Background: an optimization exercise with open tools, aiming at small area and a short achievable clock period. Do not read the settings as production practice.
Only simulation tests tie the RTL to the original design; equivalence was not proved.
Power and IR drop assume default switching activity.

## run 1
==> flow/design.v <==
module cpu_bus_tracer #(
  parameter int unsigned ADDR_W    = 16,
  parameter int unsigned DATA_W    = 8,
  parameter int unsigned DEPTH     = 64,
  parameter int unsigned POST_TRIG = 16,
  parameter int unsigned WDOG_W    = 20
) (
  input  logic                       clk_i,
  input  logic                       rst_i,
  input  logic [ADDR_W-1:0]          bus_a_i,
  input  logic [DATA_W-1:0]          bus_din_i,
  input  logic [DATA_W-1:0]          bus_dout_i,
  input  logic                       bus_rd_i,
  input  logic                       bus_wr_i,
  input  logic                       bus_done_i,
  input  logic                       bus_fault_i,
  input  logic                       tr_ready_i,
  output logic                       tr_valid_o,
  output logic [ADDR_W+DATA_W:0]     tr_data_o,
  input  logic                       arm_i,
  input  logic [ADDR_W-1:0]          trig_addr_i,
  input  logic [ADDR_W-1:0]          trig_mask_i,
  input  logic [WDOG_W-1:0]          wdog_limit_i,
  output logic [1:0]                 state_o,
  output logic [2:0]                 cause_o,
  output logic [$clog2(DEPTH+1)-1:0] count_o,
  output logic                       wrapped_o
);
  localparam int unsigned PtrW = $clog2(DEPTH);
  localparam int unsigned CntW = $clog2(DEPTH + 1);
  localparam int unsigned EntW = 1 + ADDR_W + DATA_W;
  localparam logic [2:0] CauseNone  = 3'd0;
  localparam logic [2:0] CauseAddr  = 3'd1;
  localparam logic [2:0] CauseFault = 3'd2;
  localparam logic [2:0] CauseWdog  = 3'd3;
  localparam logic [2:0] CauseDone  = 3'd4;
  localparam logic [1:0] StIdle    = 2'd0;
  localparam logic [1:0] StArmed   = 2'd1;
  localparam logic [1:0] StPost    = 2'd2;
  localparam logic [1:0] StStopped = 2'd3;
  logic [1:0]          state_q, state_d;
  logic [2:0]          cause_q, cause_d;
  logic [CntW-1:0]     count_q, count_d;
  logic                wrapped_q, wrapped_d;
  logic [PtrW-1:0]     post_q, post_d;
  logic [WDOG_W-1:0]   wdog1_q, wdog1_d;   
  logic                rd_prev_q, wr_prev_q, fault_prev_q;
  logic                rd_pend_q, skid_vld_q;
  logic [ADDR_W-1:0]   addr_q;
  logic [DATA_W-1:0]   dout_q;
  logic                valid_q, valid_d;
  logic [EntW-1:0]     out_q, out_d;
  logic [EntW-1:0]     mem_q [0:DEPTH-1];
  logic                wr_edge, rd_edge_raw, rd_edge, any_edge, fault_edge;
  logic                capturing, stopped, cap_ok, commit, addr_match, pop, wdog_hit;
  logic                full, empty;
  logic [EntW-1:0]     commit_entry, rd_mem, oldest;
  logic [DEPTH-1:0]    sel_q, sel_d;   
  assign wr_edge     = bus_wr_i & ~wr_prev_q;
  assign rd_edge_raw = bus_rd_i & ~rd_prev_q;
  assign rd_edge     = rd_edge_raw & ~wr_edge;
  assign any_edge    = wr_edge | rd_edge_raw;
  assign fault_edge  = bus_fault_i & ~fault_prev_q;
  assign capturing   = state_q[0] ^ state_q[1];
  assign stopped     = state_q[0] & state_q[1];
  assign cap_ok      = capturing & ~arm_i;
  assign full        = (count_q == CntW'(DEPTH));
  assign empty       = (count_q == '0);
  assign commit      = cap_ok & (rd_pend_q | skid_vld_q | wr_edge);
  always_comb begin
    if (rd_pend_q)       commit_entry = {1'b0, addr_q, bus_din_i};
    else if (skid_vld_q) commit_entry = {1'b1, addr_q, dout_q};
    else                 commit_entry = {1'b1, bus_a_i, bus_dout_i};
  end
  logic match_q, match_in;
  assign match_q     = (((addr_q ^ trig_addr_i) & trig_mask_i) == '0);
  assign match_in    = (((bus_a_i ^ trig_addr_i) & trig_mask_i) == '0);
  assign addr_match  = (trig_mask_i != '0) && ((rd_pend_q | skid_vld_q) ? match_q : match_in);
  assign pop         = valid_q & tr_ready_i;
  always_comb begin
    rd_mem = '0;
    for (int i = 0; i < DEPTH; i++) begin
      if (sel_q[i]) rd_mem = rd_mem | mem_q[i];
    end
  end
  always_comb begin
    if (stopped)                oldest = rd_mem;
    else if (empty)             oldest = commit_entry;
    else if (full && commit)    oldest = mem_q[DEPTH-2];
    else                        oldest = rd_mem;
  end
  always_comb begin
    count_d   = count_q;
    wrapped_d = wrapped_q;
    if (arm_i) begin
      count_d   = '0;
      wrapped_d = 1'b0;
    end else if (commit) begin
      if (full) wrapped_d = 1'b1;
      else      count_d   = count_q + 1'b1;
    end else if (pop) begin
      count_d = count_q - 1'b1;
    end
  end
  logic armed, in_post, pend_any, mask_nz, lim_nz, wdog_eq, post_last;
  logic trig, wdog_stop, post_stop, stop_d;
  assign armed     = (state_q == StArmed);
  assign in_post   = (state_q == StPost);
  assign pend_any  = rd_pend_q | skid_vld_q;
  assign mask_nz   = (trig_mask_i != '0);
  assign lim_nz    = (wdog_limit_i != '0);
  assign wdog_eq   = (wdog1_q == wdog_limit_i);
  assign post_last = (post_q <= PtrW'(1));
  assign wdog_hit  = !any_edge && lim_nz && wdog_eq;
  assign trig      = armed && (fault_edge || (commit && addr_match));
  assign wdog_stop = armed && !any_edge && !fault_edge && lim_nz && wdog_eq &&
                     !(pend_any && mask_nz && match_q);
  assign post_stop = in_post && commit && post_last;
  assign stop_d    = !arm_i && (stopped || (capturing && (bus_done_i || wdog_stop || post_stop)));
  always_comb begin
    state_d  = state_q;
    cause_d  = cause_q;
    post_d   = post_q;
    wdog1_d  = wdog1_q;
    if (arm_i) begin
      state_d = StArmed;
      cause_d = CauseNone;
      post_d  = '0;
      wdog1_d = WDOG_W'(1);
    end else if (capturing) begin
      wdog1_d  = any_edge ? WDOG_W'(1) : wdog1_q + 1'b1;
      if (bus_done_i) begin
        state_d = StStopped;
        cause_d = CauseDone;
      end else if (trig) begin
        cause_d = fault_edge ? CauseFault : CauseAddr;
        post_d  = PtrW'(POST_TRIG);
        state_d = (POST_TRIG == 0) ? StStopped : StPost;
      end else if (armed && wdog_hit) begin
        state_d = StStopped;
        cause_d = CauseWdog;
      end else if (in_post && commit) begin
        post_d = post_q - 1'b1;
        if (post_last) begin
          state_d = StStopped;
        end
      end
    end
  end
  logic nz_d;
  assign nz_d    = commit || (pop ? (count_q != CntW'(1)) : !empty);
  assign valid_d = stop_d && nz_d;
  logic up1, dn1;
  assign up1 = commit && !full && !stop_d;
  assign dn1 = pop || (stop_d && !stopped && !(commit && !full));
  always_comb begin
    if (arm_i) begin
      sel_d = '0;
      sel_d[DEPTH-1] = 1'b1;
    end else if (up1) sel_d = {sel_q[DEPTH-2:0], sel_q[DEPTH-1]};
    else if (dn1)     sel_d = {sel_q[0], sel_q[DEPTH-1:1]};
    else              sel_d = sel_q;
  end
  always_comb begin
    if (!valid_d)               out_d = '0;
    else if (valid_q && !pop)   out_d = out_q;
    else                        out_d = oldest;
  end
  always_ff @(posedge clk_i) begin
    if (rst_i) begin
      state_q      <= StIdle;
      cause_q      <= CauseNone;
      count_q      <= '0;
      wrapped_q    <= 1'b0;
      post_q       <= '0;
      wdog1_q      <= WDOG_W'(1);
      rd_prev_q    <= 1'b0;
      wr_prev_q    <= 1'b0;
      fault_prev_q <= 1'b0;
      rd_pend_q    <= 1'b0;
      skid_vld_q   <= 1'b0;
      valid_q      <= 1'b0;
      out_q        <= '0;
    end else begin
      state_q      <= state_d;
      cause_q      <= cause_d;
      count_q      <= count_d;
      wrapped_q    <= wrapped_d;
      post_q       <= post_d;
      wdog1_q      <= wdog1_d;
      rd_prev_q    <= bus_rd_i;
      wr_prev_q    <= bus_wr_i;
      fault_prev_q <= bus_fault_i;
      rd_pend_q    <= cap_ok & rd_edge;
      skid_vld_q   <= cap_ok & wr_edge & rd_pend_q;
      valid_q      <= valid_d;
      out_q        <= out_d;
    end
    sel_q <= sel_d;
  end
  always_ff @(posedge clk_i) begin
    addr_q <= bus_a_i;
    dout_q <= bus_dout_i;
  end
  always_ff @(posedge clk_i) begin
    if (commit) begin
      mem_q[0] <= commit_entry;
      for (int i = 1; i < DEPTH; i++) mem_q[i] <= mem_q[i-1];
    end
  end
  assign tr_valid_o = valid_q;
  assign tr_data_o  = out_q;
  assign state_o    = state_q;
  assign cause_o    = cause_q;
  assign count_o    = count_q;
  assign wrapped_o  = wrapped_q;
endmodule
==> flow/config.mk <==
export PLATFORM = sky130hd
export DESIGN_NAME = cpu_bus_tracer
export DESIGN_NICKNAME = cpu_bus_tracer
export VERILOG_FILES = /design/flow/design.v
export SDC_FILE = /design/flow/constraint.sdc
export NUM_CORES = 4
export LEC_CHECK = 0
export CAP_MARGIN = 20
export CORE_MARGIN = 2
export CORE_UTILIZATION = 55
export CTS_BUF_LIST = sky130_fd_sc_hd__clkbuf_8
export CTS_CLUSTER_DIAMETER = 50
export CTS_CLUSTER_SIZE = 16
export SETUP_SLACK_MARGIN = 3.1
export SLEW_MARGIN = 20
==> flow/constraint.sdc <==
create_clock -name core_clock -period 6.0 [get_ports {clk_i}]
set_input_delay 1.2000 -clock core_clock [delete_from_list [all_inputs] [get_ports {clk_i}]]
set_output_delay 1.2000 -clock core_clock [all_outputs]
set_load 0.01 [all_outputs]
standard.sh (not shown) runs the stock make flow with config.mk's settings and CLKGATE_MAP_FILE= SYNTH_SCRIPT=/design/flow/synth_recipe.tcl, a recipe that flattens the netlist after the stock synthesis.
==> flow/flow/run.sh <==
#!/bin/bash
# The standard layout flow (standard.sh, unchanged synthesis), except that the port
# buffers are plain buf_2 cells instead of the default delay-buffer cell.
set -euo pipefail
export BUFFER_PORTS_ARGS="-buffer_cell sky130_fd_sc_hd__buf_2"
bash standard.sh finish > standard.log 2>&1
Run 1: done, clean on timing, DRC and antenna
The following lists how run 2 was set up differently from run 1:
Settings: CTS_CLUSTER_DIAMETER changed from 50 to 70; CTS_BUF_LIST removed (was sky130_fd_sc_hd__clkbuf_8); SETUP_SLACK_MARGIN changed from 3.1 to 3.3; CTS_CLUSTER_SIZE changed from 16 to 24.
==> comparison <==
- Run 2 finished every step from synthesis to the final layout, and the layout passed the timing, design-rule and antenna checks.
- Against run 1, run 2 comes in 0.42 points higher on area fraction of clock buffers and clock inverters.
- In the final design statistics, run 2 uses fewer standard cells in total than run 1.
- Run 1 has a lower worst max-slew margin expressed relative to the limit than run 2.
- Pre-CTS worst setup slack delta (run 2 -> run 1): insignificant
- In the tables for run 1 and run 2, register fraction of the total cell area reads higher with run 1.
- Relative to run 1, slew at the pin with the worst max-slew slack has gone down in run 2.
- Run 1 leaves less setup margin than run 2.
- [compare] base=run 1 new=run 2: combinational power went up; final net count lost about 0.66%.
Changes in run 3 relative to run 2:
Settings: a change of CTS_CLUSTER_SIZE from 24 to 16; an added CTS_BUF_LIST of sky130_fd_sc_hd__clkbuf_8; a change of CORE_UTILIZATION from 55 to 58; a change of SETUP_SLACK_MARGIN from 3.3 to 3.4; a change of CTS_CLUSTER_DIAMETER from 70 to 50.
[summary]
Run 3 vs. run 2: total clock buffers created by CTS went up 47%, non-clock buffer count went up about 2%.
Looking at initial core utilization across run 2 and run 3, the one that comes out lower is run 2.
On cell-internal power, the higher figure sits with run 2, not run 3.
Going from run 2 to run 3, core utilization grew by 3.4 points, number of levels in the clock H-tree higher, clock skew was more or less identical, upper clock frequency limit higher.
| clock insertion delay at the later pin of the skew report | higher: run 3 |
The following lists how run 4 was set up differently from run 3:
Settings: swapping 58 for 55 in CORE_UTILIZATION; swapping 3.4 for 3.3 in SETUP_SLACK_MARGIN.
Notes after the runs:
| clock group share of total power | run 4 vs run 3 | ≈ equal |. Comparing run 4 with run 3, the setup-violating endpoint count in the final report came out essentially unchanged. Against run 3, post-route cell area in run 4 fell slightly. Summary of run 4 over run 3: sequential share of layout area has increased; clock buffer and inverter area fraction after layout ~0 delta. Comparing run 4 against run 3, there is no change at all in synthesized area divided by synthesized cell count. Summary of run 4 over run 3: clock buffer count went up, flop-to-flop setup slack decreased by 0.06 ns relative to the old numbers, number of well taps went up 48.

==> port drivers added, routing unchanged <==
In the flow no input, the clock included, has a driving cell. The finished layouts below were timed again as built, in two steps.
Step 1, drivers: a clkbuf_16 drives clk_i and a buf_2 each remaining input, both assumed.
Step 2 moves the port delays by t, midway between the first and last clock arrival at a register: inputs arrive t later, outputs are due t later. That takes back most of the time a late clock gives input paths.
Slacks: ideal ports / drivers / drivers and shift; pairs: ideal ports / drivers.
run | t (ns) | setup slack, ns | worst setup path at the end
run 1 | 0.971 | 3.044 / 3.028 / 2.306 | input to register
run 2 | 0.805 | 3.221 / 3.231 / 2.455 | input to register
run 3 | 0.955 | 3.313 / 3.247 / 2.411 | input to register
run 4 | 0.962 | 3.254 / 3.254 / 2.422 | input to register
After both steps setup and hold are still met in every run listed. The setup slack of run 3, which loses most, moves by -0.066 ns with the drivers and by -0.902 ns with both steps.
